Background: an optimization exercise with open tools, aiming at small area, a short achievable clock period and few clock cycles per item. Do not read the settings as production practice. RTL that was checked went through simulation tests only; none was proved equivalent to the original. For runs 3 to 5, only the layout was checked, not whether the RTL still works. Power figures rest on the tool's default switching activity, not on a simulated workload.

`design.v`:
```
`default_nettype none
package sus_pkg;
  localparam int CAPACITY = 16;
  localparam int CNT_W    = $clog2(CAPACITY + 1);
  localparam int VAL_W    = 32;
  localparam logic [1:0] KIND_SEARCH = 2'd0;
  localparam logic [1:0] KIND_INSERT = 2'd1;
  localparam logic [1:0] KIND_DELETE = 2'd2;
  localparam logic [1:0] KIND_SPARE  = 2'd3;
  localparam logic [1:0] ST_DONE  = 2'd0;
  localparam logic [1:0] ST_NOCHG = 2'd1;
  localparam logic [1:0] ST_FULL  = 2'd2;
  typedef logic [VAL_W-1:0] val_t;
  typedef logic [CNT_W-1:0] cnt_t;
endpackage
`default_nettype wire
`default_nettype none
module sus_cell (
  input  wire logic          clk,
  input  wire logic          vld_nxt,
  input  wire sus_pkg::val_t key,
  output logic               eq
);
  sus_pkg::val_t val_r;
  assign eq = (val_r == key);
  always_ff @(posedge clk) begin
    if (!vld_nxt) val_r <= key;
  end
endmodule
`default_nettype wire
`default_nettype none
module sorted_unique_set_engine (
  input  wire logic        clk,
  input  wire logic        rst_n,
  input  wire logic        in_valid,
  output logic             in_ready,
  input  wire logic [1:0]  in_kind,
  input  wire logic [31:0] in_value,
  output logic             out_valid,
  input  wire logic        out_ready,
  output logic             out_was_present,
  output logic [1:0]       out_status,
  output logic [4:0]       out_entry_count
);
  localparam int N = sus_pkg::CAPACITY;
  logic          rdy_r;
  logic          acc;
  logic          a_vld;
  logic [1:0]    a_kind;
  sus_pkg::val_t a_key;
  logic [N-1:0]  slot_vld;
  logic [N-1:0]  slot_vld_nxt;   
  logic [N-1:0]  eq_v;
  sus_pkg::cnt_t cnt_r;
  logic          b_vld;
  logic          b_ins, b_del;
  logic [N-1:0]  b_match;      
  logic [N/4-1:0] b_grp;       
  logic [N-1:0]  loc;          
  logic          present;
  logic          full;
  logic          do_ins, do_del;
  logic [N-1:0]  tgt;          
  sus_pkg::cnt_t cnt_nxt;
  logic [1:0]    status;
  logic [7:0]    res;
  assign in_ready = rdy_r;
  assign acc      = in_valid && rdy_r;
  for (genvar i = 0; i < N; i++) begin : g_cell
    sus_cell u_cell (
      .clk     (clk),
      .vld_nxt (slot_vld_nxt[i]),
      .key     (a_key),
      .eq      (eq_v[i])
    );
    if (i == 0) begin : g_first
      assign tgt[i] = !slot_vld[i];
    end else begin : g_rest
      assign tgt[i] = !slot_vld[i] && (&slot_vld[i-1:0]);
    end
  end
  always_ff @(posedge clk) begin
    a_vld   <= rst_n && acc;
    a_kind  <= in_kind;
    a_key   <= in_value;
    b_vld   <= rst_n && a_vld;
    b_ins   <= a_kind == sus_pkg::KIND_INSERT;
    b_del   <= a_kind == sus_pkg::KIND_DELETE;
    b_match <= eq_v & slot_vld_nxt;
    for (int g = 0; g < N / 4; g++) b_grp[g] <= |(eq_v[4*g +: 4] & slot_vld_nxt[4*g +: 4]);
  end
  assign loc     = b_match;
  assign present = |b_grp;
  assign full    = cnt_r[sus_pkg::CNT_W-1];
  assign do_ins  = b_vld && b_ins && !present && !full;
  assign do_del  = b_vld && b_del && present;
  assign slot_vld_nxt = (slot_vld & ~({N{b_vld && b_del}} & loc))
                      | ({N{do_ins}} & tgt);
  always_comb begin
    cnt_nxt = cnt_r;
    if (do_ins) cnt_nxt = cnt_r + 1'b1;
    if (do_del) cnt_nxt = cnt_r - 1'b1;
  end
  always_comb begin
    status = sus_pkg::ST_DONE;
    if (b_ins) begin
      if (present)   status = sus_pkg::ST_NOCHG;
      else if (full) status = sus_pkg::ST_FULL;
    end else if (b_del) begin
      if (!present)  status = sus_pkg::ST_NOCHG;
    end
  end
  assign res = {present, status, cnt_nxt};
  always_ff @(posedge clk) begin
    if (!rst_n) begin
      slot_vld <= '0;
      cnt_r    <= '0;
    end else begin
      slot_vld <= slot_vld_nxt;
      cnt_r    <= cnt_nxt;
    end
  end
  localparam int D = 4;
  logic [D-1:0]       q_vld;
  logic [7:0]         h_dat;     
  logic [D-1:1][3:0]  q_dat;     
  logic               pop;
  logic [D-1:0]       q_sh;      
  logic [D-1:0]       q_vld_nxt;
  logic [3:0]         res_s;     
  logic [4:0]         nxt_cnt;   
  assign res_s = {res[7:5], do_ins || do_del};
  assign pop  = q_vld[0] && out_ready;
  assign q_sh = pop ? {1'b0, q_vld[D-1:1]} : q_vld;
  assign q_vld_nxt = b_vld ? {q_sh[D-2:0], 1'b1} : q_sh;
  always_ff @(posedge clk) begin
    if (!rst_n) begin
      q_vld <= '0;
      rdy_r <= 1'b1;
    end else begin
      q_vld <= q_vld_nxt;
      rdy_r <= !q_vld_nxt[D-1]
            && !(q_vld_nxt[D-2] && (acc || a_vld))
            && !(q_vld_nxt[D-3] && acc && a_vld);
    end
  end
  always_comb begin
    nxt_cnt = h_dat[4:0];
    if (q_dat[1][0]) nxt_cnt = q_dat[1][3] ? h_dat[4:0] - 1'b1 : h_dat[4:0] + 1'b1;
  end
  always_ff @(posedge clk) begin
    if (!q_sh[0])  h_dat <= res;
    else if (pop)  h_dat <= {q_dat[1][3:1], nxt_cnt};
  end
  for (genvar p = 1; p < D; p++) begin : g_q
    logic [3:0] nxt;    
    if (p < D - 1) begin : g_sh
      assign nxt = pop ? q_dat[p+1] : q_dat[p];
    end else begin : g_last
      assign nxt = q_dat[p];
    end
    always_ff @(posedge clk) begin
      q_dat[p] <= q_sh[p] ? nxt : res_s;
    end
  end
  assign out_valid       = q_vld[0];
  assign out_was_present = h_dat[7];
  assign out_status      = h_dat[6:5];
  assign out_entry_count = h_dat[4:0];
endmodule
`default_nettype wire
```
`flow/run.sh`:
```
#!/bin/bash
# The standard layout (standard.sh) with two changes: clock tree synthesis
# uses larger sink clusters and no dummy loads, for a smaller clock tree; and
# the buffers that the standard flow puts on every input and output port are
# buf_2 cells instead of delay buffers. Everything else (synthesis, floorplan,
# power grid, placement, routing) is the standard flow's. make's full output
# goes to flow_make.log.
set -euo pipefail
CTS="-sink_clustering_enable -repair_clock_nets -sink_clustering_size 25 -sink_clustering_max_diameter 70 -dont_use_dummy_load"
BUF="-buffer_cell sky130_fd_sc_hd__buf_2"
sed "s|\"\${@:-finish}\"|CTS_ARGS=\"$CTS\" BUFFER_PORTS_ARGS=\"$BUF\" SETUP_MOVE_SEQUENCE=unbuffer,sizeup,swap \"\${@:-finish}\"|" standard.sh > lean.sh
grep -q "CTS_ARGS=" lean.sh
bash lean.sh > flow_make.log 2>&1
```
`standard.sh`:
```
#!/bin/bash
# synth_recipe.tcl (not shown) runs the flow's synth.tcl, then flattens the netlist and writes it again
# the make line also repeats each setting of config.mk as NAME=value (left out here)
make -C /OpenROAD-flow-scripts/flow DESIGN_CONFIG=/design/flow/config.mk WORK_HOME=/design/flow/orfs CLKGATE_MAP_FILE= SYNTH_SCRIPT=/design/flow/synth_recipe.tcl "${@:-finish}"
```
`config.mk`:
```
export PLATFORM = sky130hd
export DESIGN_NAME = sorted_unique_set_engine
export DESIGN_NICKNAME = sorted_unique_set_engine
export VERILOG_FILES = /design/flow/design.v
export SDC_FILE = /design/flow/constraint.sdc
export NUM_CORES = 4
export LEC_CHECK = 0
export CAP_MARGIN = 20
export CORE_MARGIN = 2
export CORE_UTILIZATION = 40
export SETUP_SLACK_MARGIN = 3.7
export SLEW_MARGIN = 20
```
`constraint.sdc`:
```
create_clock -name core_clock -period 6.0 [get_ports {clk}]
set_input_delay 1.2000 -clock core_clock [delete_from_list [all_inputs] [get_ports {clk}]]
set_output_delay 1.2000 -clock core_clock [all_outputs]
set_load 0.01 [all_outputs]
```
==> impl_results.md, run 1 <==
* Outcome: complete, no violations
* Row count at 91
* Share of cells above drive strength 1 at 0.129
* Setup slack, reg-to-reg at 3.26 ns
* Mapped Nets at 1616
* Async set-or-reset flop fraction in the synthesized netlist at 0
* Dominant synthesized flop cell: edfxtp_1
* Synth cell types at 49
* Hold Path Stages at 1
* Synth Area in Compound Gates at 0.0155
* Wire per inst at 20.8 µm
* Fillers at 5355
* First-pass GRT wire length at 77300 µm
* Clock transition at path regs at 0.08 ns
* I/O pins at 48
* Synth area leaders: edfxtp_1 65%, xor2_1 11%, xnor2_1 7.4%
* Critical-path maximum fanout at 18
* Final Skew at 0.0580 ns
* Post-DRT Antenna Nets at 0
* Synth Area in Simple Gates at 0.0632
* Sequential area share after synthesis at 0.715
* Pre-CTS WS at 2.78 ns
* Met3 Track Usage GR at 0.0267
* Final WS setup at 3.26 ns
* Nets@finish at 1678
* Rel. slew slack at 0.287
* Synth Warn # at 2
* Worst Reg-to-Reg Cells at 8
* Post-synthesis mux area share at 0.00395
* Max Fclk at 0.365 GHz
* Most frequent cells in the layout: 532 x edfxtp_1, 311 x xor2_1, 208 x xnor2_1
* CP Class: reg2reg
* Initial antenna violation count at 0
* Final Wtd Congestion at 0.762
* Area delta synth->final at 10.9%
* Pin count of the biggest net entering global routing at 36
* Number of global-route vias before repair at 12330
* Detailed-route DRC error count at 0
* Total GRT Usage at 0.162
* Max-cap violation count at 0
* Dpl cell area at 0.0262 mm²
* Sink Count at 616
* Worst R2R Start: b_grp[1]
* Worst Hold Endpoint: b_del
* Commonest non-fill, non-tap cell in the layout: edfxtp_1
* Max clock buf depth at 3
* CP Launch Type: flip-flop
* Antenna diodes at 0
* Final hold vios at 0
* Syn avg cell area at 15.7 µm²
* Largest family of logic cells by synthesized area: XOR/XNOR gates
* GR Overflow Total at 0
* Worst-margin pin slew at 1.07 ns
* Worst endpoint required time at 6.47 ns
* DP HPWL at 29800 µm
* CTS H-tree depth at 2
* Vias at 12112
* Final period utilization at 0.456
* DR vias/cell at 5.00
* Port bufs at 47
* Synth area leader: edfxtp_1
* Root Buffer: clkbuf_16
* Mapped Cells at 1572
* Setup tns final at 0 ns
* Synth top area share at 0.647
* Data arrival, critical path at 3.21 ns
* Post-CTS Hold Fix Bufs at 0
* Min Tclk post-route at 2.74 ns
* CTS tree: done
* Final WL at 50400 µm
* Die ar. at 0.0637 mm²
* Post-Synthesis Cell Area at 0.0247 mm²
* Met1 usage at 0.223
* Worst skew pair latency at 0.58 ns
* Fin. max-slew vios at 0
* Num CTS Buffers at 36
* Crit. End Element: flip-flop
* Synth Area in XOR/XNOR at 0.184
* Cell Pwr Density at 287 mW/mm²
* Final Cell Area at 0.0274 mm²
* Die Wd at 252 µm
* Post-synth EDFFs at 532
* RSZ-0062 raised after global routing: yes
* HP Start: a_kind[0]
* GR peak layer: met2
* DRT Pass-1 Iters at 5
* Grt met2 use at 0.272
* Initial core utilization at 0.402
* #FFs+latches synth at 616
* Setup violations, final at 0
* Leak at 9.77 nW
* Core area at 0.0614 mm²
* R2R Path End: b_grp[3]
* Peak VDD IR at 164 µV
* Starting DRT DRC Count at 840
* Synth Area in Adders at 0.00334
* Worst hold-check path type: reg2reg
* Die Height at 252 µm
-- sequential cells by signal, indices dropped and copies added (netlist names) --
| signal | cells |
|---|---|
| g_cell.u_cell.val_r | 512 |
| a_key | 32 |
| b_match | 16 |
| slot_vld | 16 |
| q_dat | 12 |
| h_dat | 8 |
| cnt_r | 5 |
| b_grp | 4 |
| q_vld | 4 |
| a_kind | 2 |
| a_vld | 1 |
| b_del | 1 |
| b_ins | 1 |
| b_vld | 1 |
| rdy_r | 1 |
-- layout make-up --
class | instances | area (µm²) | area share
sequential | 616 | 17700 | 0.647
multi-input combinational | 859 | 6940 | 0.253
tap | 790 | 988 | 0.0361
clock buffer | 36 | 901 | 0.0329
timing repair buffer | 94 | 733 | 0.0268
inverter | 27 | 104 | 0.00379
-- routing by layer --
layer | vias up | wire, µm
li1 | 5778 | -
met1 | 6096 | 23200
met2 | 181 | 24600
met3 | 57 | 1740
met4 | 0 | 813
met5 | - | 0
-- cell usage after synthesis, types with 2 or more instances --
cell type / instances
a31oi_1: 8
edfxtp_1: 532
and3_2: 2
nand2_1: 24
mux2_2: 6
nor4_1: 92
and3_1: 5
nor2_1: 33
xnor2_1: 208
a21oi_1: 21
nand4b_1: 3
nand4_1: 68
buf_1: 14
or4_1: 2
nor4_4: 2
a31o_2: 3
a21boi_0: 4
nor3_1: 8
o2111ai_1: 2
inv_1: 26
nand3_1: 7
a21o_1: 4
clkbuf_1: 55
ha_1: 5
xor2_1: 311
nor2b_1: 3
or3_1: 5
o21ai_0: 7
mux2i_1: 3
dfxtp_1: 84
a41oi_1: 3
and2_1: 5
-- worst max-delay path, cell delays in order (launching register included) --
cell and delay, ns:
dfxtp_2 0.33, nor4_4 0.67, inv_4 0.14, nor4_4 0.18, buf_6 0.23, a31oi_4 0.28
clkbuf_16 0.30, or3_4 0.36, o2111ai_4 0.13
-- repair_timing --
item                                    in CTS  in global routing
hold endpoints to repair                     0                  0
endpoints found under the setup margin     466                470
resized for setup                           24                 15
buffers inserted                             0                  0
pin swaps                                    8                  4
-- logic make-up (layout without fill, tap and decap cells) --
family                   count (synthesis)  count (layout)
AO/OA/AOI/OAI                           59              59
multiplexers                             9               9
adder cells (fa/ha/maj)                  6               6
XOR/XNOR                               519             519
flip-flops                             616             616
buffers and inverters                   97             157
AND/OR/NAND/NOR                        266             266
-- worst max path at each step --
stage,startpoint,endpoint,depth (start not counted)
after floorplan,b_grp[2],b_grp[3],6
after detailed placement,b_vld,b_grp[3],5
after CTS,b_grp[1],b_grp[3],7
final,b_grp[1],b_grp[3],8
after global routing,b_grp[1],b_grp[3],8
after global placement,b_grp[2],b_grp[1],6
-- power by group --
part	leakage (nW)	total, W	switching [W]	internal [W]
combinational	2.98	0.000507	0.000279	0.000228
sequential	6.35	0.00499	0.000134	0.00486
clock	0.444	0.00236	0.00129	0.00107
total	9.77	0.00786	0.00171	0.00616
-- metrics by stage --
| step | utilization | power, W | instances | hold WS (ns) |
|---|---|---|---|---|
| global placement | 0.426 | 0.00559 | 2378 | 0.431 |
| floorplan | - | 0.00542 | 1572 | 0.384 |
| detailed placement | 0.427 | 0.00561 | 2381 | 0.428 |
| CTS | 0.443 | 0.00795 | 2417 | 0.444 |
| global route | 0.446 | 0.00817 | 2422 | 0.454 |
| finish | 0.446 | 0.00786 | 2422 | 0.435 |
Testbench counts, summed over its fixed seeds: cycles 32,024, items 32,000.
==> run 2, diff against run 1 <==
--- a/flow/run.sh
+++ b/flow/run.sh
@@ -10,3 +10,3 @@
 BUF="-buffer_cell sky130_fd_sc_hd__buf_2"
-sed "s|\"\${@:-finish}\"|CTS_ARGS=\"$CTS\" BUFFER_PORTS_ARGS=\"$BUF\" SETUP_MOVE_SEQUENCE=unbuffer,sizeup,swap \"\${@:-finish}\"|" standard.sh > lean.sh
+sed "s|\"\${@:-finish}\"|CTS_ARGS=\"$CTS\" BUFFER_PORTS_ARGS=\"$BUF\" \"\${@:-finish}\"|" standard.sh > lean.sh
 grep -q "CTS_ARGS=" lean.sh
==> impl_results.md, run 2 <==
* Setup violations, final at 0
* CTS H-tree depth at 2
* DR vias/cell at 5.08
* Starting DRT DRC Count at 773
* Fin. max-slew vios at 0
* Slowest CP cell: edfxtp_1
* Mapped Cells at 1572
* Worst hold-check path type: reg2reg
* Clock transition at path regs at 0.08 ns
* Critical-path maximum fanout at 2
* Mapped Nets at 1616
* Dpl cell area at 0.0262 mm²
* Wire per inst at 21.4 µm
* Die Wd at 252 µm
* Reg with most FFs: g_cell.u_cell.val_r
* Antenna diodes at 0
* Cell Pwr Density at 284 mW/mm²
* CP Launch Type: flip-flop
* Post-Synthesis Cell Area at 0.0247 mm²
* Die ar. at 0.0637 mm²
* Top Registers: g_cell.u_cell.val_r (512), a_key (32)
* Leak at 9.91 nW
* Nets@finish at 1717
* Final Wtd Congestion at 0.762
* Final Cell Area at 0.0278 mm²
* Post-DRT Antenna Nets at 0
* Delay-heaviest family, CP: flip-flops
* Final period utilization at 0.389
* Data arrival, critical path at 1.13 ns
* Worst endpoint required time at 4.80 ns
* Outcome: complete, no violations
* Peak VDD IR at 170 µV
* Dominant synthesized flop cell: edfxtp_1
* Share of cells above drive strength 1 at 0.150
* Max clock buf depth at 3
* Min Tclk post-route at 2.33 ns
* Synth area leader: edfxtp_1
* #FFs+latches synth at 616
* Post-synth EDFFs at 532
* Die Height at 252 µm
* Area delta synth->final at 12.4%
* DRT Pass-1 Iters at 5
* Commonest non-fill, non-tap cell in the layout: edfxtp_1
* RSZ-0062 raised after global routing: yes
* Worst-margin pin slew at 1.02 ns
* Cells along the critical path: buf_2
* Sink Count at 616
* Worst skew pair latency at 0.59 ns
* I/O pins at 48
* Row count at 91
* Critical path buffers and inverters at 1
* Max Fclk at 0.429 GHz
* Pin count of the biggest net entering global routing at 36
* Final Util at 0.452
* Setup tns final at 0 ns
* Core area at 0.0614 mm²
* Rel. slew slack at 0.318
* Final Skew at 0.0604 ns
* Synth Warn # at 2
* Initial antenna violation count at 0
* Final hold vios at 0
* GR Overflow Total at 0
* Syn avg cell area at 15.7 µm²
* Async set-or-reset flop fraction in the synthesized netlist at 0
* Total GRT Usage at 0.168
* CP Class: reg2out
* CTS tree: done
* Crit. End Element: output port
* Most frequent cells in the layout: 532 x edfxtp_1, 311 x xor2_1, 208 x xnor2_1
* Sequential area share after synthesis at 0.715
* Synth cell types at 49
* Fillers at 5346
* Detailed-route DRC error count at 0
* Synth area leaders: edfxtp_1 65%, xor2_1 11%, xnor2_1 7.4%
* Num CTS Buffers at 36
* Max reg flops at 512
* Count leader, synth: edfxtp_1
* First-pass GRT wire length at 79800 µm
* DP HPWL at 29800 µm
* Post-CTS Hold Fix Bufs at 0
* Root Buffer: clkbuf_16
* Initial core utilization at 0.402
* Final WL at 52700 µm
* Vias at 12505
* Worst path max stage delay at 0.40 ns
* Max-cap violation count at 0
* Synth cell count leaders: 532 x edfxtp_1, 311 x xor2_1, 208 x xnor2_1, 92 x nor4_1, 84 x dfxtp_1
* Port bufs at 47
* Synth top area share at 0.647
* Number of global-route vias before repair at 12573
==> run 2: area by class of cell <==
type | count | area [µm²] | area share
Clock buffer | 36 | 901 | 0.0324
Inverter | 27 | 104 | 0.00374
Multi-Input combinational cell | 866 | 7040 | 0.254
Sequential cell | 616 | 17800 | 0.639
Tap cell | 790 | 988 | 0.0356
Timing Repair Buffer | 126 | 977 | 0.0352
==> run 2: metal layers <==
layer | routed length [µm] | GRT usage | vias up | share of wire
met5 | 0 | 0 | - | 0
met4 | 956 | 0.0365 | 0 | 0.018
met3 | 1780 | 0.0256 | 59 | 0.034
met2 | 26000 | 0.284 | 209 | 0.49
met1 | 24000 | 0.230 | 6352 | 0.45
li1 | - | - | 5885 | -
==> run 2: final timing paths <==
kind | startpoint | end | slack [ns] | cells after the start
worst max-delay path | h_dat[2] | out_entry_count[2] | 3.67 | 1
worst min register to register | a_kind[0] | b_del | 0.44 | 1
worst min-delay path | a_kind[0] | b_del | 0.44 | 1
worst max register to register | slot_vld[7] | b_grp[3] | 3.75 | 6
==> run 2: report_power, final <==
| group | leakage (nW) | total, W | switching, W | internal (W) |
|---|---|---|---|---|
| Combinational | 3.11 | 0.000533 | 0.000292 | 0.000241 |
| Clock | 0.444 | 0.00237 | 0.00130 | 0.00107 |
| Sequential | 6.36 | 0.00498 | 0.000130 | 0.00485 |
| Total | 9.91 | 0.00788 | 0.00172 | 0.00616 |
==> run 2: stage by stage <==
stage / setup slack (ns) / hold slack (ns) / cells / power [W]
2_1_floorplan: 3.24 / 0.384 / 1572 / 0.00542
5_1_grt: 3.63 / 0.454 / 2461 / 0.00819
6_report: 3.67 / 0.441 / 2461 / 0.00788
3_3_place_gp: 2.78 / 0.431 / 2378 / 0.00559
3_5_place_dp: 2.78 / 0.428 / 2381 / 0.00561
4_1_cts: 3.65 / 0.444 / 2439 / 0.00795
==> run 2: repair_timing <==
| action | 4_1_cts | 5_1_grt |
|---|---|---|
| cloned | 7 | 0 |
| setup endpoints to repair | 466 | 65 |
| pin swaps | 7 | 3 |
| buffers inserted | 15 | 22 |
| resized for setup | 49 | 29 |
==> run 2: logic make-up after synthesis <==
| logic type | count (synthesis) | share of synthesized area |
|---|---|---|
| buffers and inverters | 97 | 0.0149 |
| xor gates and xnor gates | 519 | 0.184 |
| AOI/OAI and AO/OA | 59 | 0.0155 |
| muxes | 9 | 0.00395 |
| adders and majority gates | 6 | 0.00334 |
| and+or+nand+nor | 266 | 0.0632 |
| DFF | 616 | 0.715 |
==> run 3, diff against run 2 <==
--- a/design.v
+++ b/design.v
@@ -47,5 +47,2 @@
   logic          acc;
-  logic          a_vld;
-  logic [1:0]    a_kind;
-  sus_pkg::val_t a_key;
   logic [N-1:0]  slot_vld;
@@ -72,3 +69,3 @@
       .vld_nxt (slot_vld_nxt[i]),
-      .key     (a_key),
+      .key     (in_value),
       .eq      (eq_v[i])
@@ -82,8 +79,5 @@
   always_ff @(posedge clk) begin
-    a_vld   <= rst_n && acc;
-    a_kind  <= in_kind;
-    a_key   <= in_value;
-    b_vld   <= rst_n && a_vld;
-    b_ins   <= a_kind == sus_pkg::KIND_INSERT;
-    b_del   <= a_kind == sus_pkg::KIND_DELETE;
+    b_vld   <= rst_n && acc;
+    b_ins   <= in_kind == sus_pkg::KIND_INSERT;
+    b_del   <= in_kind == sus_pkg::KIND_DELETE;
     b_match <= eq_v & slot_vld_nxt;
@@ -122,3 +116,3 @@
   end
-  localparam int D = 4;
+  localparam int D = 3;
   logic [D-1:0]       q_vld;
@@ -141,5 +135,3 @@
       q_vld <= q_vld_nxt;
-      rdy_r <= !q_vld_nxt[D-1]
-            && !(q_vld_nxt[D-2] && (acc || a_vld))
-            && !(q_vld_nxt[D-3] && acc && a_vld);
+      rdy_r <= !q_vld_nxt[D-1] && !(q_vld_nxt[D-2] && acc);
     end
==> impl_results.md, run 3 <==
* Outcome: complete, no violations
* Clk pwr share at 0.285
* Synth area leaders: edfxtp_1 66%, xor2_1 11%, xnor2_1 8.3%
* DR vias/cell at 5.20
* Synth area leader: edfxtp_1
* Max-cap violation count at 0
* Critical path launch point: in_value[31]
* Vias at 12266
* Worst R2R Start: slot_vld[2]
* Post-synth EDFFs at 528
* Sequential area share after synthesis at 0.705
* Max Fclk at 0.424 GHz
* Commonest non-fill, non-tap cell in the layout: edfxtp_1
* Post-Synthesis Cell Area at 0.0239 mm²
* Die Wd at 248 µm
* Count leader, synth: edfxtp_1
* Nets@finish at 1630
* Data arrival, critical path at 2.91 ns
* Final WL at 55100 µm
* First-pass GRT wire length at 79500 µm
* RSZ-0062 raised after global routing: yes
* Critical-path maximum fanout at 6
* Max clock buf depth at 3
* Synth Warn # at 2
* Cell Pwr Density at 273 mW/mm²
* Worst hold slack at 0.490 ns
* Int Pwr at 0.00575 W
* CP Class: in2reg
* Leak at 9.51 nW
* Die ar. at 0.0616 mm²
* Reg power frac at 0.629
* Port bufs at 47
* Fin. max-slew vios at 0
* Final hold vios at 0
* Core area at 0.0590 mm²
* Critical path buffers and inverters at 4
* Grt met2 use at 0.266
* Total GRT Usage at 0.175
* Initial core utilization at 0.404
* Min Tclk post-route at 2.36 ns
* Synth cell types at 49
* Num CTS Buffers at 31
* Setup tns final at 0 ns
* #FFs+latches synth at 576
* Most used cell, CP: buf_12
* Worst skew pair latency at 0.61 ns
* Sw frac at 0.223
* Share of cells above drive strength 1 at 0.154
* Number of global-route vias before repair at 11557
* Worst path max stage delay at 0.41 ns
* Clock transition at path regs at 0.09 ns
* Synth top area share at 0.665
* Most frequent cells in the layout: 528 x edfxtp_1, 292 x xor2_1, 218 x xnor2_1
* Mapped Nets at 1561
* Slowest CP cell: nor4_4
* Wire per inst at 23.3 µm
* Max reg flops at 512
* Peak VDD IR at 236 µV
* Final Wtd Congestion at 0.814
* I/O pins at 48
* Crit. End Element: flip-flop
* Worst endpoint required time at 6.54 ns
* Rel. slew slack at 0.487
* Worst-margin pin slew at 0.770 ns
* GR Overflow Total at 0
* Post-DRT Antenna Nets at 0
* CTS tree: done
* CTS H-tree depth at 1
* Total Power at 0.00740 W
* DRT Pass-1 Iters at 5
* Syn avg cell area at 15.7 µm²
* Combinational fraction of design power at 0.086
* Final Util at 0.460
* Area delta synth->final at 13.8%
* Die Height at 248 µm
* HP Start: slot_vld[15]
* Final Skew at 0.0584 ns
* Setup violations, final at 0
* Sink Count at 576
* Psw at 0.00165 W
* Mapped Cells at 1517
* GR peak layer: met1
* Pin count of the biggest net entering global routing at 35
* Delay-heaviest family, CP: simple AND/OR/NAND/NOR gates
* Synth cell count leaders: 528 x edfxtp_1, 293 x xor2_1, 227 x xnor2_1, 85 x nor4_1, 74 x nand4_1
* Reg with most FFs: g_cell.u_cell.val_r
* Met3 Track Usage GR at 0.0192
* Row count at 89
* Cells along the critical path: buf_12, buf_12, buf_12, buf_8, xor2_1, nor4_4, nand4_1, nor3_2, or4_1
* Initial antenna violation count at 2
* Final period utilization at 0.393
* Dominant synthesized flop cell: edfxtp_1
* DP HPWL at 31900 µm
* Post-CTS Hold Fix Bufs at 0
* Met1 usage at 0.271
* Starting DRT DRC Count at 1105
* Async set-or-reset flop fraction in the synthesized netlist at 0
* Root Buffer: clkbuf_16
* Detailed-route DRC error count at 0
* Worst hold-check path type: reg2reg
* Top Registers: g_cell.u_cell.val_r (512), b_match (16), slot_vld (16)
* CP Launch Type: input pin
-- run 3: cell count changes in the layout (fill, tap and decap cells not counted), moves of 15 or more --
cell	change
dfxtp_4	-19
dfxtp_2	-16
nor4_1	-52
xor2_1	-19
buf_4	-21
nor4_2	+29
buf_2	-27
nor4_4	+15
-- run 3: worst paths after layout --
check	to	slack (ns)	cells past startpoint
worst min register to register	b_match[15]	0.49	2
worst min-delay path	b_match[15]	0.49	2
worst max-delay path	b_grp[1]	3.64	9
worst max register to register	g_cell[10].u_cell.val_r[12]	3.70	5
-- run 3: stage by stage --
stage / setup slack, ns / area (µm²) / cells
after floorplan: 3.57 / 24600 / 1517
after global placement: 2.27 / 25000 / 2287
after detailed placement: 2.22 / 25000 / 2287
after CTS: 3.59 / 26800 / 2338
after global routing: 3.61 / 27100 / 2357
final: 3.64 / 27200 / 2359
-- run 3: repair_timing --
action / 4_1_cts / 5_1_grt
hold endpoints to repair: 0 / 0
setup buffers: 16 / 16
gates resized for setup: 166 / 37
endpoints found under the setup margin: 492 / 202
cloned: 4 / 2
pin swaps: 15 / 17
-- run 3: cells by family (layout without fill, tap and decap cells) --
logic type      count (synthesis)  after routing  synth area share
fa+ha+maj                       6              6           0.00346
flops                         576            576             0.705
compound gates                 41             43            0.0115
xor+xnor                      520            520             0.191
buf+inv                        89            151            0.0180
other cells                     0              2                 0
mux                             9              9           0.00409
simple gates                  276            279            0.0670
-- run 3: area by class of cell --
| type | count | area (µm²) |
|---|---|---|
| Clock buffer | 31 | 776 |
| Antenna cell | 2 | 5.00 |
| Tap cell | 773 | 967 |
| Multi-Input combinational cell | 857 | 7470 |
| Timing Repair Buffer | 101 | 1040 |
| Fill cell | 5061 | 31900 |
| Inverter | 19 | 72.6 |
| Sequential cell | 576 | 16800 |
-- run 3: power by group through the flow --
stage / sequential [W] / combinational (W) / clock, W
6_report: 0.00466 / 0.000635 / 0.00211
5_1_grt: 0.00468 / 0.000691 / 0.00229
4_1_cts: 0.00466 / 0.000625 / 0.00216
3_5_place_dp: 0.00475 / 0.000549 / 0
3_3_place_gp: 0.00474 / 0.000540 / 0
2_1_floorplan: 0.00473 / 0.000432 / 0
-- run 3: worst reg2reg max path, stage by stage (launching register included) --
cell and delay (ns):
dfxtp_1 0.42, nand4_1 0.25, buf_4 0.23, or2_2 0.40, o21ai_4 0.37, nand2_4 0.31
-- run 3: metal layers --
layer | wire length [µm] | up-vias
met3 | 3030 | 47
li1 | - | 5635
met4 | 992 | 0
met5 | 0 | -
met1 | 26000 | 6284
met2 | 25000 | 300
==> run 4, diff against run 3 <==
--- a/design.v
+++ b/design.v
@@ -54,3 +54,2 @@
   logic [N-1:0]  b_match;      
-  logic [N/4-1:0] b_grp;       
   logic [N-1:0]  loc;          
@@ -82,7 +81,6 @@
     b_del   <= in_kind == sus_pkg::KIND_DELETE;
-    b_match <= eq_v & slot_vld_nxt;
-    for (int g = 0; g < N / 4; g++) b_grp[g] <= |(eq_v[4*g +: 4] & slot_vld_nxt[4*g +: 4]);
+    b_match <= eq_v;
   end
-  assign loc     = b_match;
-  assign present = |b_grp;
+  assign loc     = b_match & slot_vld;
+  assign present = |loc;
   assign full    = cnt_r[sus_pkg::CNT_W-1];
==> impl_results.md, run 4 <==
* Min Tclk post-route at 2.41 ns
* Initial core utilization at 0.403
* DRT Pass-1 Iters at 5
* Synth Area in Compound Gates at 0.0137
* Synth Area in Adders at 0.00349
* Crit. End Element: output port
* Post-Synthesis Cell Area at 0.0237 mm²
* Post-synthesis mux area share at 0.00682
* Final Cell Area at 0.0274 mm²
* Worst skew pair latency at 0.62 ns
* Die Wd at 247 µm
* Cell Pwr Density at 268 mW/mm²
* Sink Count at 572
* CP Launch Type: flip-flop
* Num CTS Buffers at 31
* Final WL at 61400 µm
* Synth Area in Simple Gates at 0.0620
* Largest family of logic cells by synthesized area: XOR/XNOR gates
* Worst hold slack at 0.502 ns
* Antenna diodes at 0
* Wire per inst at 25.6 µm
* Worst endpoint required time at 4.80 ns
* #FFs+latches synth at 572
* Peak VDD IR at 215 µV
* Final hold vios at 0
* Mapped Nets at 1546
* Outcome: complete, no violations
* Die ar. at 0.0611 mm²
* Post-synth EDFFs at 528
* Critical-path maximum fanout at 3
* Data arrival, critical path at 1.21 ns
* Count leader, synth: edfxtp_1
* Synth top area share at 0.670
* Total GRT Usage at 0.200
* Core area at 0.0588 mm²
* Slowest CP cell: edfxtp_1
* Pre-CTS WS at 2.63 ns
* Reg with most FFs: g_cell.u_cell.val_r
* Max Fclk at 0.415 GHz
* Fin. max-slew vios at 0
* Synth area leaders: edfxtp_1 67%, xor2_1 19%, dfxtp_1 3.7%
* Clock transition at path regs at 0.09 ns
* Final Skew at 0.0289 ns
* Starting DRT DRC Count at 1382
* Synth cell count leaders: 528 x edfxtp_1, 515 x xor2_1, 128 x nor4_1, 44 x dfxtp_1, 40 x nor2_1
* Setup tns final at 0 ns
* Synth cell types at 49
* Worst-margin pin slew at 0.943 ns
* Multi-input combinational cell area at 0.00729 mm²
* Mapped Cells at 1502
* Max-cap violation count at 0
* Async set-or-reset flop fraction in the synthesized netlist at 0
* Post-DRT Antenna Nets at 0
* Area taken by flip-flops and latches at 0.0168 mm²
* Final period utilization at 0.402
* Final Wtd Congestion at 0.789
* Detailed-route DRC error count at 0
* Max clock buf depth at 3
* Pin count of the biggest net entering global routing at 34
* Worst hold-check path type: reg2reg
* Root Buffer: clkbuf_16
* Dominant synthesized flop cell: edfxtp_1
* CTS H-tree depth at 1
* Final WS setup at 3.59 ns
* Synth Warn # at 2
* First-pass GRT wire length at 88700 µm
* Row count at 89
* Top Registers: g_cell.u_cell.val_r (512), b_match (16), slot_vld (16)
* RSZ-0062 raised after global routing: yes
* DP HPWL at 32700 µm
* Critical path buffers and inverters at 1
* Nets@finish at 1671
* Area delta synth->final at 15.6%
* Number of global-route vias before repair at 12771
* Dpl cell area at 0.0251 mm²
* Sequential area share after synthesis at 0.707
* Die Height at 247 µm
* Fillers at 5088
* GR Overflow Total at 0
* Leak at 10.1 nW
* Vias at 12937
* Share of cells above drive strength 1 at 0.162
* Cells along the critical path: buf_2
* Syn avg cell area at 15.8 µm²
* CP Class: reg2out
* Synth area leader: edfxtp_1
* Delay-heaviest family, CP: flip-flops
* Rel. slew slack at 0.366
* Most frequent cells in the layout: 528 x edfxtp_1, 514 x xor2_1, 124 x nor4_1
* Port bufs at 47
* I/O pins at 48
* Setup violations, final at 0
* Synth Area in XOR/XNOR at 0.192
* Post-CTS Hold Fix Bufs at 0
* DR vias/cell at 5.39
* Max reg flops at 512
* Worst path max stage delay at 0.43 ns
* Initial antenna violation count at 1
* CTS tree: done
* Commonest non-fill, non-tap cell in the layout: edfxtp_1
-- run 4: changes by cell type after synthesis, moves of 5 or more --
cell,change
nor3_1,-8
xor2_1,+222
xnor2_1,-223
buf_4,-5
buf_1,+9
buf_2,-39
nor4_1,+43
o22ai_1,+5
clkbuf_1,+33
nand4_1,-38
or4_1,-6
nand3_1,-8
nor2_1,+9
-- run 4: repair_timing --
action	in CTS	in global routing
pin swaps	27	11
setup endpoints to repair	568	395
gates cloned	13	11
buffers inserted	43	8
resized for setup	88	45
-- run 4: area by class of cell --
type	instances	area share
Sequential cell	572	0.613
Clock buffer	31	0.0283
Tap cell	773	0.0353
Timing Repair Buffer	146	0.0549
Inverter	16	0.00247
Multi-Input combinational cell	860	0.266
-- run 4: power breakdown --
| part | internal [W] | switching [W] | total (W) |
|---|---|---|---|
| sequential | 0.00454 | 0.0000867 | 0.00463 |
| combinational | 0.000210 | 0.000379 | 0.000589 |
| clock | 0.000913 | 0.00120 | 0.00211 |
-- run 4: worst paths after layout --
kind	depth (start not counted)	from	end	slack, ns
setup / recovery	1	h_dat[1]	out_entry_count[1]	3.59
hold / removal	1	rdy_r	b_vld	0.50
setup reg to reg	8	b_match[14]	g_cell[13].u_cell.val_r[7]	3.62
hold reg to reg	1	rdy_r	b_vld	0.50
-- run 4: metrics by stage --
step                      utilization  total power, W  instances
final                           0.465         0.00733       2398
after global routing            0.465         0.00758       2398
after CTS                       0.457         0.00737       2379
after detailed placement        0.426         0.00530       2292
after global placement          0.426         0.00529       2291
after floorplan                     -         0.00507       1502
-- run 4: worst reg2reg max path: stages, from the launching register on --
cell and delay, ns:
dfxtp_2 0.35, a22oi_2 0.28, nand2_2 0.11, nor4_4 0.30, buf_6 0.18, buf_12 0.13
and4_4 0.28, a21o_4 0.26, o21ai_4 0.18
-- run 4: logic make-up after synthesis --
| kind of cell | Yosys count |
|---|---|
| AOI/OAI and AO/OA | 48 |
| xor gates and xnor gates | 519 |
| adders and majority gates | 6 |
| buffers and inverters | 85 |
| DFF | 572 |
| muxes | 15 |
| and+or+nand+nor | 257 |
-- run 4: metal layers --
metal | track usage | part of all wire | up-vias
met5 | 0 | 0 | -
met2 | 0.324 | 0.47 | 378
met4 | 0.0405 | 0.016 | 0
met3 | 0.0199 | 0.053 | 67
met1 | 0.293 | 0.46 | 6759
li1 | - | - | 5733
==> run 5, diff against run 4 <==
--- a/design.v
+++ b/design.v
@@ -54,2 +54,3 @@
   logic [N-1:0]  b_match;      
+  logic [N/4-1:0] b_grp;       
   logic [N-1:0]  loc;          
@@ -59,2 +60,5 @@
   logic [N-1:0]  tgt;          
+  logic [N-1:0]  spare;        
+  logic [N-1:0]  spare_first;  
+  logic [N-1:0]  tgt_nxt;
   sus_pkg::cnt_t cnt_nxt;
@@ -72,5 +76,5 @@
     if (i == 0) begin : g_first
-      assign tgt[i] = !slot_vld[i];
+      assign spare_first[i] = spare[i];
     end else begin : g_rest
-      assign tgt[i] = !slot_vld[i] && (&slot_vld[i-1:0]);
+      assign spare_first[i] = spare[i] && !(|spare[i-1:0]);
     end
@@ -81,6 +85,7 @@
     b_del   <= in_kind == sus_pkg::KIND_DELETE;
-    b_match <= eq_v;
+    b_match <= eq_v & slot_vld_nxt;
+    for (int g = 0; g < N / 4; g++) b_grp[g] <= |(eq_v[4*g +: 4] & slot_vld_nxt[4*g +: 4]);
   end
-  assign loc     = b_match & slot_vld;
-  assign present = |loc;
+  assign loc     = b_match;
+  assign present = |b_grp;
   assign full    = cnt_r[sus_pkg::CNT_W-1];
@@ -88,2 +93,5 @@
   assign do_del  = b_vld && b_del && present;
+  assign spare   = ~slot_vld & ~tgt;
+  assign tgt_nxt = do_ins ? spare_first
+                 : ((|tgt) ? tgt : ({N{b_vld && b_del}} & loc));
   assign slot_vld_nxt = (slot_vld & ~({N{b_vld && b_del}} & loc))
@@ -108,2 +116,3 @@
       slot_vld <= '0;
+      tgt      <= N'(1);
       cnt_r    <= '0;
@@ -111,2 +120,3 @@
       slot_vld <= slot_vld_nxt;
+      tgt      <= tgt_nxt;
       cnt_r    <= cnt_nxt;
==> impl_results.md, run 5 <==
* CTS tree: done
* DP HPWL at 36100 µm
* Worst Reg-to-Reg Cells at 9
* Max Fclk at 0.424 GHz
* Mapped Nets at 1630
* I/O pins at 48
* Pre-CTS WS at 2.15 ns
* Met1 usage at 0.267
* Synth area leader: edfxtp_1
* Sw frac at 0.229
* Setup tns final at 0 ns
* Initial core utilization at 0.402
* Final Cell Area at 0.0287 mm²
* Syn avg cell area at 15.6 µm²
* Final WS setup at 3.64 ns
* DRT Pass-1 Iters at 5
* Root Buffer: clkbuf_16
* Vias at 13196
* Final period utilization at 0.393
* Fin. max-slew vios at 0
* Cells along the critical path: buf_2
* Critical Path End: out_entry_count[1]
* Crit. End Element: output port
* Port bufs at 47
* DR vias/cell at 5.29
* Share of cells above drive strength 1 at 0.179
* Final hold vios at 0
* Synth cell types at 58
* Count leader, synth: edfxtp_1
* Data arrival, critical path at 1.16 ns
* Synth Warn # at 2
* Critical path buffers and inverters at 1
* CP Class: reg2out
* Core area at 0.0614 mm²
* R2R Path End: b_grp[1]
* Reg power frac at 0.608
* Worst R2R Start: b_grp[3]
* Wire per inst at 24.6 µm
* Mapped Cells at 1586
* Synth cell count leaders: 528 x edfxtp_1, 513 x xor2_1, 136 x nor4_1, 65 x buf_2, 64 x dfxtp_1
* Area delta synth->final at 16.5%
* Worst skew pair latency at 0.60 ns
* Die Wd at 252 µm
* Psw at 0.00181 W
* Number of global-route vias before repair at 12956
* Worst-margin pin slew at 0.821 ns
* Critical-path maximum fanout at 3
* Row count at 91
* Async set-or-reset flop fraction in the synthesized netlist at 0
* Die ar. at 0.0637 mm²
* Met3 Track Usage GR at 0.0238
* GR Overflow Total at 0
* Synth top area share at 0.643
* Setup slack, reg-to-reg at 3.75 ns
* RSZ-0062 raised after global routing: yes
* CTS H-tree depth at 2
* Grt met2 use at 0.304
* Starting DRT DRC Count at 1180
* Rel. slew slack at 0.448
* Max-cap violation count at 0
* #FFs+latches synth at 592
* Worst path depth at 1
* Dominant synthesized flop cell: edfxtp_1
* Antenna diodes at 0
* Delay-heaviest family, CP: flip-flops
* Dpl cell area at 0.0260 mm²
* Nets@finish at 1752
* Final Skew at 0.0853 ns
* Critical path launch point: h_dat[1]
* Sink Count at 592
* Initial antenna violation count at 1
* Post-DRT Antenna Nets at 0
* Setup violations, final at 0
* Post-Synthesis Cell Area at 0.0247 mm²
* Synth area leaders: edfxtp_1 64%, xor2_1 18%, dfxtp_1 5.2%
* Worst endpoint required time at 4.80 ns
* Num CTS Buffers at 37
* Pin count of the biggest net entering global routing at 42
* Final WL at 61400 µm
* First-pass GRT wire length at 87400 µm
* Combinational fraction of design power at 0.093
* Int Pwr at 0.00610 W
* Die Height at 252 µm
* Slowest CP cell: edfxtp_1
* Post-synth EDFFs at 528
* Leak at 10.7 nW
* Outcome: complete, no violations
* Worst hold-check path type: reg2reg
* Clock transition at path regs at 0.09 ns
* Cell Pwr Density at 275 mW/mm²
* Peak VDD IR at 294 µV
* GR peak layer: met2
* Most frequent cells in the layout: 528 x edfxtp_1, 499 x xor2_1, 95 x nor4_1
* Worst path max stage delay at 0.43 ns
* Commonest non-fill, non-tap cell in the layout: edfxtp_1
* Max reg flops at 512
* Sequential area share after synthesis at 0.695
* Max clock buf depth at 3
* Detailed-route DRC error count at 0
* Final Wtd Congestion at 0.779
* Min Tclk post-route at 2.36 ns
* Clk pwr share at 0.299
* Total GRT Usage at 0.187
* Reg with most FFs: g_cell.u_cell.val_r
* CP Launch Type: flip-flop
## run 5: changes by cell type after synthesis, sizes merged, moves of 6 or more
cell	change
nor3	+16
a21oi	-7
nor2	-16
nor2b	+17
buf	+39
a22oi	+12
clkbuf	-32
nor4	+7
and2	+6
dfxtp	+20
## run 5: timing repair
action,CTS,global route
endpoints found under the hold margin,0,0
buffers inserted,15,31
setup endpoints to repair,579,61
resized for setup,181,104
hold buffers,0,0
pin swaps,31,32
cloned,3,7
## run 5: power groups by stage
stage,clock [W],combinational (W),sequential [W]
after floorplan,0,0.000417,0.00489
after global placement,0,0.000611,0.00490
after detailed placement,0,0.000618,0.00490
after CTS,0.00243,0.000678,0.00481
after global routing,0.00255,0.000795,0.00483
final,0.00237,0.000733,0.00481
## run 5: layout make-up
class	instances	area, µm²
well taps	790	988
inverters	11	43.8
repair buffers	158	1960
clock buffers	37	926
flip-flops and latches	592	17100
multi-input cells	908	7670
fillers	5215	32600
## run 5: cells by family after synthesis
family                   after synthesis  synth area share
flip-flops                           592             0.695
multiplexers                          13           0.00563
AND/OR/NAND/NOR                      298            0.0705
XOR/XNOR                             519             0.184
buffers and inverters                 88            0.0195
AO/OA/AOI/OAI                         70            0.0219
adder cells (fa/ha/maj)                6           0.00335
## run 5: metrics by stage
stage          total power, W  instances  utilization  hold WS (ns)
2_1_floorplan         0.00530       1586            -         0.452
6_report              0.00791       2496        0.468         0.440
3_3_place_gp          0.00551       2403        0.423         0.465
5_1_grt               0.00818       2496        0.468         0.472
4_1_cts               0.00792       2458        0.453         0.442
3_5_place_dp          0.00552       2403        0.423         0.487
## run 5: worst min-delay path by stage
stage | from | endpoint | slack (ns) | depth (start not counted)
4_1_cts | rdy_r | b_vld | 0.44 | 1
3_3_place_gp | b_match[6] | tgt[6] | 0.47 | 2
6_report | rdy_r | b_vld | 0.44 | 1
2_1_floorplan | b_match[6] | tgt[6] | 0.45 | 2
5_1_grt | rdy_r | b_vld | 0.47 | 1
3_5_place_dp | rdy_r | b_vld | 0.49 | 1
## run 5: per-layer routing
metal  vias up  wire (µm)
met2       371      29600
met1      6755      27500
met5         -         13
li1       6007          -
met3        61       3060
met4         2       1280
==> run 6, diff against run 5 <==
--- a/design.v
+++ b/design.v
@@ -47,2 +47,5 @@
   logic          acc;
+  logic          a_vld;
+  logic [1:0]    a_kind;
+  sus_pkg::val_t a_key;
   logic [N-1:0]  slot_vld;
@@ -72,3 +75,3 @@
       .vld_nxt (slot_vld_nxt[i]),
-      .key     (in_value),
+      .key     (a_key),
       .eq      (eq_v[i])
@@ -82,5 +85,8 @@
   always_ff @(posedge clk) begin
-    b_vld   <= rst_n && acc;
-    b_ins   <= in_kind == sus_pkg::KIND_INSERT;
-    b_del   <= in_kind == sus_pkg::KIND_DELETE;
+    a_vld   <= rst_n && acc;
+    a_kind  <= in_kind;
+    a_key   <= in_value;
+    b_vld   <= rst_n && a_vld;
+    b_ins   <= a_kind == sus_pkg::KIND_INSERT;
+    b_del   <= a_kind == sus_pkg::KIND_DELETE;
     b_match <= eq_v & slot_vld_nxt;
@@ -124,3 +130,3 @@
   end
-  localparam int D = 3;
+  localparam int D = 4;
   logic [D-1:0]       q_vld;
@@ -143,3 +149,5 @@
       q_vld <= q_vld_nxt;
-      rdy_r <= !q_vld_nxt[D-1] && !(q_vld_nxt[D-2] && acc);
+      rdy_r <= !q_vld_nxt[D-1]
+            && !(q_vld_nxt[D-2] && (acc || a_vld))
+            && !(q_vld_nxt[D-3] && acc && a_vld);
     end
--- a/flow/run.sh
+++ b/flow/run.sh
@@ -2,3 +2,4 @@
 # The standard layout (standard.sh) with two changes: clock tree synthesis
-# uses larger sink clusters and no dummy loads, for a smaller clock tree; and
+# uses larger sink clusters, clkbuf_8 sink buffers and no dummy loads, for a
+# smaller clock tree; and
 # the buffers that the standard flow puts on every input and output port are
@@ -8,3 +9,3 @@
 set -euo pipefail
-CTS="-sink_clustering_enable -repair_clock_nets -sink_clustering_size 25 -sink_clustering_max_diameter 70 -dont_use_dummy_load"
+CTS="-sink_clustering_enable -repair_clock_nets -sink_clustering_size 20 -sink_clustering_max_diameter 60 -dont_use_dummy_load -buf_list {sky130_fd_sc_hd__clkbuf_8 sky130_fd_sc_hd__clkbuf_16} -sink_clustering_buffer sky130_fd_sc_hd__clkbuf_8"
 BUF="-buffer_cell sky130_fd_sc_hd__buf_2"
==> impl_results.md, run 6 <==
* Fillers at 5644
* Starting DRT DRC Count at 887
* Area delta synth->final at 9.67%
* Worst hold-check path type: reg2reg
* Row count at 92
* Port bufs at 47
* Clock transition at path regs at 0.11 ns
* Post-Synthesis Cell Area at 0.0256 mm²
* Worst path max stage delay at 0.39 ns
* Final period utilization at 0.384
* Final Wtd Congestion at 0.757
* Worst hold slack at 0.418 ns
* Max-cap violation count at 0
* Cells along the critical path: buf_2
* Vias at 13053
* Mapped Nets at 1687
* Worst-margin pin slew at 0.796 ns
* Pre-CTS WS at 3.11 ns
* Dpl cell area at 0.0270 mm²
* Setup violations, final at 0
* Post-DRT Antenna Nets at 0
* Nets@finish at 1761
* Root Buffer: clkbuf_16
* #FFs+latches synth at 632
* DR vias/cell at 5.10
* Detailed-route DRC error count at 0
* Async set-or-reset flop fraction in the synthesized netlist at 0
* Worst R2R Start: b_grp[3]
* Final WL at 55600 µm
* Setup tns final at 0 ns
* Top Registers: g_cell.u_cell.val_r (512), a_key (32)
* Min Tclk post-route at 2.30 ns
* Synth cell types at 55
* Post-synth EDFFs at 532
* Post-CTS Hold Fix Bufs at 0
* First-pass GRT wire length at 83500 µm
* Fin. max-slew vios at 0
* Die ar. at 0.0659 mm²
* Reg with most FFs: g_cell.u_cell.val_r
* Most frequent cells in the layout: 532 x edfxtp_1, 513 x xor2_1, 134 x nor4_1
* Slowest CP cell: edfxtp_1
* CTS H-tree depth at 2
* Core area at 0.0631 mm²
* Synth cell count leaders: 532 x edfxtp_1, 513 x xor2_1, 135 x nor4_1, 100 x dfxtp_1, 63 x buf_2
* Synth area leader: edfxtp_1
* Antenna diodes at 0
* Worst endpoint required time at 4.80 ns
* Worst skew pair latency at 0.58 ns
* CP Class: reg2out
* Max clock buf depth at 3
* Wire per inst at 21.7 µm
* Count leader, synth: edfxtp_1
* Crit. End Element: output port
* GR Overflow Total at 0
* Number of global-route vias before repair at 13169
* Final Skew at 0.0814 ns
* Data arrival, critical path at 1.10 ns
* Final Cell Area at 0.0280 mm²
* RSZ-0062 raised after global routing: yes
* Final hold vios at 0
* CP Launch Type: flip-flop
* Synth area leaders: edfxtp_1 63%, xor2_1 18%, dfxtp_1 7.8%
* Pin count of the biggest net entering global routing at 45
* Cell Pwr Density at 275 mW/mm²
* Die Height at 257 µm
* DP HPWL at 29900 µm
* Delay-heaviest family, CP: flip-flops
* Max reg flops at 512
* Total GRT Usage at 0.168
* Final WS setup at 3.70 ns
* Max Fclk at 0.434 GHz
* Share of cells above drive strength 1 at 0.147
* Mapped Cells at 1643
* Critical path launch point: h_dat[6]
* Leak at 10.3 nW
* Die Wd at 257 µm
* Commonest non-fill, non-tap cell in the layout: edfxtp_1
* Num CTS Buffers at 46
* Dominant synthesized flop cell: edfxtp_1
* Synth Warn # at 2
* Syn avg cell area at 15.6 µm²
* Outcome: complete, no violations
* HP Start: a_kind[0]
* DRT Pass-1 Iters at 5
* CTS tree: done
* Critical-path maximum fanout at 1
* Initial antenna violation count at 0
* Critical path buffers and inverters at 1
* Sequential area share after synthesis at 0.703
* Initial core utilization at 0.405
* Sink Count at 632
* Rel. slew slack at 0.469
* Synth top area share at 0.625
* Peak VDD IR at 188 µV
* I/O pins at 48
run 6: cells by family (layout without fill, tap and decap cells):
kind of cell,after synthesis,count (layout),synth area share
AOI/OAI and AO/OA,81,81,0.0218
xor gates and xnor gates,519,519,0.178
adders and majority gates,6,6,0.00323
buffers and inverters,92,164,0.0184
DFF,632,632,0.703
muxes,12,12,0.00504
and+or+nand+nor,301,301,0.0703
run 6: area by class of cell:
type | count | area, µm² | area share
clock buffer | 46 | 689 | 0.0246
inverter | 12 | 45.0 | 0.00161
multi-input combinational | 919 | 7300 | 0.260
sequential | 632 | 18000 | 0.644
tap | 846 | 1060 | 0.0378
timing repair buffer | 106 | 892 | 0.0318
run 6: through the flow:
stage,power [W],cells,utilization
floorplan,0.00553,1643,-
global placement,0.00571,2504,0.427
detailed placement,0.00573,2504,0.427
CTS,0.00779,2556,0.440
global route,0.00800,2561,0.444
finish,0.00770,2561,0.444
run 6: repair_timing:
action | in CTS | in global routing
buffers inserted | 6 | 3
pin swaps | 1 | 3
endpoints found under the setup margin | 570 | 17
resized for setup | 18 | 60
gates cloned | 0 | 2
run 6: where the power goes:
part           leakage (nW)  internal (W)  total [W]  switching, W
logic                  3.45      0.000207   0.000540      0.000333
registers              6.48       0.00497    0.00509      0.000116
clock network         0.356      0.000769    0.00207       0.00130
run 6: routing by layer:
metal | share of wire | global-route usage
met1 | 0.45 | 0.224
met2 | 0.49 | 0.287
met3 | 0.028 | 0.0177
met4 | 0.027 | 0.0552
met5 | 0 | 0
run 6: final timing paths:
check,endpoint,slack (ns),cells after the start
worst max-delay path,out_status[1],3.70,1
worst min-delay path,b_del,0.42,1
worst max register to register,b_grp[1],3.77,9
worst min register to register,b_del,0.42,1
Testbench counts of run 6, summed over its fixed seeds: cycles 32,024, items 32,000.
==> run 7, diff against run 6 <==
--- a/design.v
+++ b/design.v
@@ -63,5 +63,2 @@
   logic [N-1:0]  tgt;          
-  logic [N-1:0]  spare;        
-  logic [N-1:0]  spare_first;  
-  logic [N-1:0]  tgt_nxt;
   sus_pkg::cnt_t cnt_nxt;
@@ -79,5 +76,5 @@
     if (i == 0) begin : g_first
-      assign spare_first[i] = spare[i];
+      assign tgt[i] = !slot_vld[i];
     end else begin : g_rest
-      assign spare_first[i] = spare[i] && !(|spare[i-1:0]);
+      assign tgt[i] = !slot_vld[i] && (&slot_vld[i-1:0]);
     end
@@ -99,5 +96,2 @@
   assign do_del  = b_vld && b_del && present;
-  assign spare   = ~slot_vld & ~tgt;
-  assign tgt_nxt = do_ins ? spare_first
-                 : ((|tgt) ? tgt : ({N{b_vld && b_del}} & loc));
   assign slot_vld_nxt = (slot_vld & ~({N{b_vld && b_del}} & loc))
@@ -122,3 +116,2 @@
       slot_vld <= '0;
-      tgt      <= N'(1);
       cnt_r    <= '0;
@@ -126,3 +119,2 @@
       slot_vld <= slot_vld_nxt;
-      tgt      <= tgt_nxt;
       cnt_r    <= cnt_nxt;
--- a/config.mk
+++ b/config.mk
@@ -10,3 +10,3 @@
 export CORE_UTILIZATION = 40
-export SETUP_SLACK_MARGIN = 3.7
+export SETUP_SLACK_MARGIN = 3.75
 export SLEW_MARGIN = 20
==> impl_results.md, run 7 <==
* Total GRT Usage at 0.178
* Clock transition at path regs at 0.11 ns
* I/O pins at 48
* Met3 Track Usage GR at 0.0288
* Wire per inst at 23.5 µm
* Number of global-route vias before repair at 12971
* Data arrival, critical path at 2.86 ns
* Post-synth EDFFs at 532
* Worst-margin pin slew at 1.42 ns
* Area taken by flip-flops and latches at 0.0178 mm²
* Port bufs at 47
* Reg with most FFs: g_cell.u_cell.val_r
* Syn avg cell area at 15.7 µm²
* Dominant synthesized flop cell: edfxtp_1
* R2R Path End: b_grp[3]
* Worst Reg-to-Reg Cells at 5
* Peak VDD IR at 150 µV
* Cells along the critical path: and2_4, a21boi_0, a31oi_4, nand4b_1, o2111ai_4
* Final Wtd Congestion at 0.770
* Max Fclk at 0.420 GHz
* Grt met2 use at 0.299
* Worst skew pair latency at 0.58 ns
* Count leader, synth: edfxtp_1
* Post-DRT Antenna Nets at 0
* Core area at 0.0614 mm²
* #FFs+latches synth at 616
* Outcome: complete, no violations
* Vias at 12987
* Die Height at 252 µm
* Cell Pwr Density at 268 mW/mm²
* Setup tns final at 0 ns
* HP Start: a_kind[1]
* DR vias/cell at 5.18
* Worst R2R Start: b_vld
* Fillers at 5307
* DRT Pass-1 Iters at 4
* Post-Synthesis Cell Area at 0.0247 mm²
* Worst Hold Endpoint: b_ins
* Nets@finish at 1764
* Initial core utilization at 0.402
* Met1 usage at 0.240
* Top Registers: g_cell.u_cell.val_r (512), a_key (32)
* Row count at 91
* Max reg flops at 512
* Async set-or-reset flop fraction in the synthesized netlist at 0
* Delay-heaviest family, CP: compound AO/OA/AOI/OAI gates
* Most frequent cells in the layout: 532 x edfxtp_1, 311 x xor2_1, 208 x xnor2_1
* CP Class: reg2reg
* Worst endpoint required time at 6.48 ns
* CTS H-tree depth at 2
* Synth cell count leaders: 532 x edfxtp_1, 311 x xor2_1, 208 x xnor2_1, 92 x nor4_1, 84 x dfxtp_1
* Critical-path maximum fanout at 18
* Rel. slew slack at 0.0436
* Die ar. at 0.0637 mm²
* Final hold vios at 0
* Multi-input combinational cell area at 0.00716 mm²
* Fin. max-slew vios at 0
* CTS tree: done
* CP Launch Type: flip-flop
* Max clock buf depth at 3
* Synth Warn # at 2
* Worst path max stage delay at 1.13 ns
* Hold Path Stages at 1
* Max-cap violation count at 0
* Area delta synth->final at 13.9%
* First-pass GRT wire length at 83700 µm
* Slowest CP cell: a21boi_0
* Worst hold-check path type: reg2reg
* Commonest non-fill, non-tap cell in the layout: edfxtp_1
* Total Power at 0.00755 W
* Die Wd at 252 µm
* Initial antenna violation count at 1
* Mapped Cells at 1572
* Mapped Nets at 1616
* Share of cells above drive strength 1 at 0.179
* Setup slack, reg-to-reg at 3.62 ns
* Crit. End Element: flip-flop
* Min Tclk post-route at 2.38 ns
* Critical path buffers and inverters at 0
* Num CTS Buffers at 42
* Synth top area share at 0.647
* Sequential area share after synthesis at 0.715
* Final Skew at 0.0509 ns
* Leak at 10.1 nW
* Synth area leader: edfxtp_1
* GR peak layer: met2
* Synth area leaders: edfxtp_1 65%, xor2_1 11%, xnor2_1 7.4%
* Detailed-route DRC error count at 0
* Setup violations, final at 0
* RSZ-0062 raised after global routing: yes
* GR Overflow Total at 0
* Final period utilization at 0.397
* Sink Count at 616
* Root Buffer: clkbuf_16
* DP HPWL at 29800 µm
* Pin count of the biggest net entering global routing at 36
* Starting DRT DRC Count at 975
* Synth cell types at 49
* Final WL at 59000 µm
-- run 7: cell types whose count changed after synthesis, moves of 36 or more --
cell,before,now
xor2_1,513,311
nand4_1,32,68
xnor2_1,6,208
clkbuf_1,8,55
buf_2,63,1
nor4_1,135,92
-- run 7: layout make-up --
class / instances / share of cell area
timing repair inverter: 1 / 0.000267
multi-input combinational: 869 / 0.254
inverter: 27 / 0.00382
tap: 790 / 0.0351
sequential: 616 / 0.631
antenna: 1 / 0.0000889
clock buffer: 42 / 0.0225
timing repair buffer: 163 / 0.0527
-- run 7: cells by family after synthesis --
logic type / count (synthesis) / synth area share
buf+inv: 97 / 0.0149
xor+xnor: 519 / 0.184
flops: 616 / 0.715
simple gates: 266 / 0.0632
mux: 9 / 0.00395
compound gates: 59 / 0.0155
fa+ha+maj: 6 / 0.00334
-- run 7: repair_timing --
action,4_1_cts,5_1_grt
setup buffers,35,42
pin swaps,6,6
endpoints found under the setup margin,524,137
resized for setup,70,34
cloned,6,7
hold buffers,0,0
-- run 7: worst max-delay path by stage --
stage	startpoint	endpoint	slack (ns)	depth (start not counted)
floorplan	b_grp[2]	b_grp[3]	3.24	6
global placement	b_grp[2]	b_grp[1]	2.84	6
detailed placement	b_grp[2]	b_grp[1]	2.75	6
CTS	b_vld	b_grp[1]	3.61	5
global route	b_vld	b_grp[3]	3.59	5
finish	b_vld	b_grp[3]	3.62	5
-- run 7: per-stage QoR --
step	hold WS, ns	util	setup WS [ns]	cell area (µm²)	cells
5_1_grt	0.471	0.458	3.59	28100	2508
2_1_floorplan	0.384	-	3.24	24900	1572
4_1_cts	0.453	0.448	3.61	27500	2459
6_report	0.429	0.458	3.62	28100	2509
3_3_place_gp	0.430	0.426	2.84	26100	2375
3_5_place_dp	0.434	0.426	2.75	26200	2376
-- run 7: where the power goes --
part | internal, W | total, W | leakage [nW] | switching [W]
logic | 0.000261 | 0.000587 | 3.42 | 0.000326
clock network | 0.000712 | 0.00198 | 0.328 | 0.00127
registers | 0.00485 | 0.00498 | 6.36 | 0.000125
total | 0.00582 | 0.00755 | 10.1 | 0.00172
-- run 7: layer usage --
metal | up-vias | wire (µm)
met5 | - | 0
li1 | 5972 | -
met1 | 6681 | 26300
met3 | 81 | 2310
met2 | 253 | 28800
met4 | 0 | 1600
-- run 7: worst reg2reg max path, cell delays in order (launching register included) --
cell       delay, ns
dfxtp_2         0.37
and2_4          0.26
a21boi_0        1.14
a31oi_4         0.02
nand4b_1        0.33
o2111ai_4       0.20
Testbench counts of run 7, summed over its fixed seeds: cycles 32,024, items 32,000.
==> run 8, diff against run 7 <==
--- a/config.mk
+++ b/config.mk
@@ -10,3 +10,3 @@
 export CORE_UTILIZATION = 40
-export SETUP_SLACK_MARGIN = 3.75
+export SETUP_SLACK_MARGIN = 3.65
 export SLEW_MARGIN = 20
==> impl_results.md, run 8 <==
* Pin count of the biggest net entering global routing at 36
* Max reg flops at 512
* Synth area leaders: edfxtp_1 65%, xor2_1 11%, xnor2_1 7.4%
* Min Tclk post-route at 2.33 ns
* Crit. End Element: output port
* Dominant synthesized flop cell: edfxtp_1
* Worst path depth at 1
* Sequential area share after synthesis at 0.715
* #FFs+latches synth at 616
* Setup violations, final at 0
* Dpl cell area at 0.0261 mm²
* Final Util at 0.448
* Worst hold-check path type: reg2reg
* Post-DRT Antenna Nets at 0
* DP HPWL at 30000 µm
* Synth area leader: edfxtp_1
* Final hold vios at 0
* Share of cells above drive strength 1 at 0.151
* HP Start: a_key[12]
* DR vias/cell at 5.10
* Worst skew pair latency at 0.59 ns
* Nets@finish at 1718
* Slowest CP cell: edfxtp_1
* Data arrival, critical path at 1.13 ns
* Root Buffer: clkbuf_16
* Sink Count at 616
* GR Overflow Total at 0
* Final WS setup at 3.67 ns
* I/O pins at 48
* Final period utilization at 0.388
* Max clock buf depth at 3
* Worst endpoint required time at 4.80 ns
* Largest family of logic cells by synthesized area: XOR/XNOR gates
* Cells along the critical path: buf_2
* Count leader, synth: edfxtp_1
* Critical path buffers and inverters at 1
* Worst path max stage delay at 0.41 ns
* CP Class: reg2out
* Commonest non-fill, non-tap cell in the layout: edfxtp_1
* Synth Area in Simple Gates at 0.0632
* Most frequent cells in the layout: 532 x edfxtp_1, 311 x xor2_1, 208 x xnor2_1
* RSZ-0062 raised after global routing: yes
* Starting DRT DRC Count at 804
* Syn avg cell area at 15.7 µm²
* Hold Path Stages at 0
* Pre-CTS WS at 2.70 ns
* Leak at 9.79 nW
* Setup slack, reg-to-reg at 3.75 ns
* Reg with most FFs: g_cell.u_cell.val_r
* Initial antenna violation count at 0
* Mapped Nets at 1616
* Num CTS Buffers at 48
* CTS H-tree depth at 2
* Worst Reg-to-Reg Cells at 8
* Total GRT Usage at 0.173
* Number of global-route vias before repair at 12950
* Initial core utilization at 0.402
* Peak VDD IR at 154 µV
* Synth Area in XOR/XNOR at 0.184
* Max Fclk at 0.429 GHz
* Total Power at 0.00759 W
* Row count at 91
* Synth cell types at 49
* Post-CTS Hold Fix Bufs at 0
* Port bufs at 47
* Clock transition at path regs at 0.10 ns
* Worst-margin pin slew at 0.990 ns
* Final Cell Area at 0.0275 mm²
* Delay-heaviest family, CP: flip-flops
* Outcome: complete, no violations
* Async set-or-reset flop fraction in the synthesized netlist at 0
* Core area at 0.0614 mm²
* First-pass GRT wire length at 81700 µm
* Detailed-route DRC error count at 0
* Rel. slew slack at 0.340
* Cell Pwr Density at 276 mW/mm²
* Top Registers: g_cell.u_cell.val_r (512), a_key (32)
* CP Launch Type: flip-flop
* Final Wtd Congestion at 0.747
* Vias at 12553
* Die ar. at 0.0637 mm²
* DRT Pass-1 Iters at 5
* Post-synth EDFFs at 532
* Synth Area in Adders at 0.00334
* Final WL at 54400 µm
* Die Height at 252 µm
* Synth top area share at 0.647
* Worst R2R Start: cnt_r[4]
* Synth Warn # at 2
* Fin. max-slew vios at 0
* Critical path launch point: h_dat[1]
* Max-cap violation count at 0
* Post-Synthesis Cell Area at 0.0247 mm²
* Critical-path maximum fanout at 2
* Post-synthesis mux area share at 0.00395
* Die Wd at 252 µm
* Setup tns final at 0 ns
* Synth Area in Compound Gates at 0.0155
* Area delta synth->final at 11.5%
* Mapped Cells at 1572
* CTS tree: done
* Wire per inst at 22.1 µm
* Synth cell count leaders: 532 x edfxtp_1, 311 x xor2_1, 208 x xnor2_1, 92 x nor4_1, 84 x dfxtp_1
* Final Skew at 0.0781 ns
run 8: power by group:
part           internal [W]  switching [W]
sequential          0.00485       0.000127
combinational      0.000237       0.000298
clock              0.000797        0.00128
run 8: repair_timing:
item,4_1_cts,5_1_grt
pin swaps,5,3
gates cloned,7,1
gates resized for setup,46,27
buffers inserted,12,17
setup endpoints to repair,476,136
run 8: path summary, 6_finish.rpt:
kind,endpoint
setup / recovery,out_entry_count[1]
hold / removal,g_cell[12].u_cell.val_r[12]
setup reg to reg,b_grp[1]
hold reg to reg,g_cell[12].u_cell.val_r[12]
run 8: area by class of cell:
type / count / area [µm²]
flip-flops and latches: 616 / 17700
inverters: 27 / 104
diodes: 1 / 2.50
fillers: 5360 / 33800
clock buffers: 48 / 717
repair buffers: 114 / 896
multi-input cells: 867 / 7080
well taps: 790 / 988
run 8: stage by stage:
step           std cells  hold slack (ns)
6_report            2463            0.448
5_1_grt             2462            0.459
4_1_cts             2444            0.438
3_5_place_dp        2377            0.423
3_3_place_gp        2377            0.410
2_1_floorplan       1572            0.384
run 8: kinds of logic after synthesis:
| kind of cell | count (synthesis) |
|---|---|
| xor gates and xnor gates | 519 |
| DFF | 616 |
| AOI/OAI and AO/OA | 59 |
| and+or+nand+nor | 266 |
| adders and majority gates | 6 |
| muxes | 9 |
| buffers and inverters | 97 |
run 8: routing by layer:
layer  global-route usage  part of all wire
met1                0.231              0.44
met5                    0                 0
met2                0.292              0.49
met3               0.0233             0.036
met4               0.0565             0.029

## afterwards: timing with drivers on the ports
How much do the figures lean on ideal ports? The routed layouts below were timed once more, with nothing changed but the port constraints.
Step 1 assumes that a clkbuf_16 drives the clock port and a buf_2 every other input.
Step 2 times the ports against the registers' clock, not the clock port: input delays grow and output delays shrink by t, the midpoint of the rising clock arrivals with the driver on.
a / b / c = ideal / step 1 / step 2; a / b = the first two.
| run | t (ns) | setup slack, ns | slew at the worst register clock pin (ns) | worst data-port slew with drivers (ns) |
|---|---|---|---|---|
| run 1 | 0.615 | 3.262 / 3.262 / 3.262 | 0.10 / 0.10 | 0.04 |
| run 2 | 0.615 | 3.668 / 3.608 / 3.405 | 0.10 / 0.10 | 0.04 |
| run 3 | 0.641 | 3.639 / 3.593 / 3.008 | 0.10 / 0.10 | 0.06 |
| run 4 | 0.663 | 3.589 / 3.529 / 3.108 | 0.10 / 0.10 | 0.05 |
| run 5 | 0.615 | 3.640 / 3.583 / 3.053 | 0.10 / 0.10 | 0.20 |
| run 6 | 0.607 | 3.696 / 3.639 / 3.313 | 0.12 / 0.12 | 0.03 |
| run 7 | 0.619 | 3.618 / 3.610 / 3.355 | 0.12 / 0.12 | 0.04 |
| run 8 | 0.611 | 3.672 / 3.613 / 3.324 | 0.12 / 0.12 | 0.04 |
After both steps setup and hold are still met in every run listed. The setup slack of run 3, which loses most, moves by -0.046 ns with the drivers and by -0.631 ns with both steps.
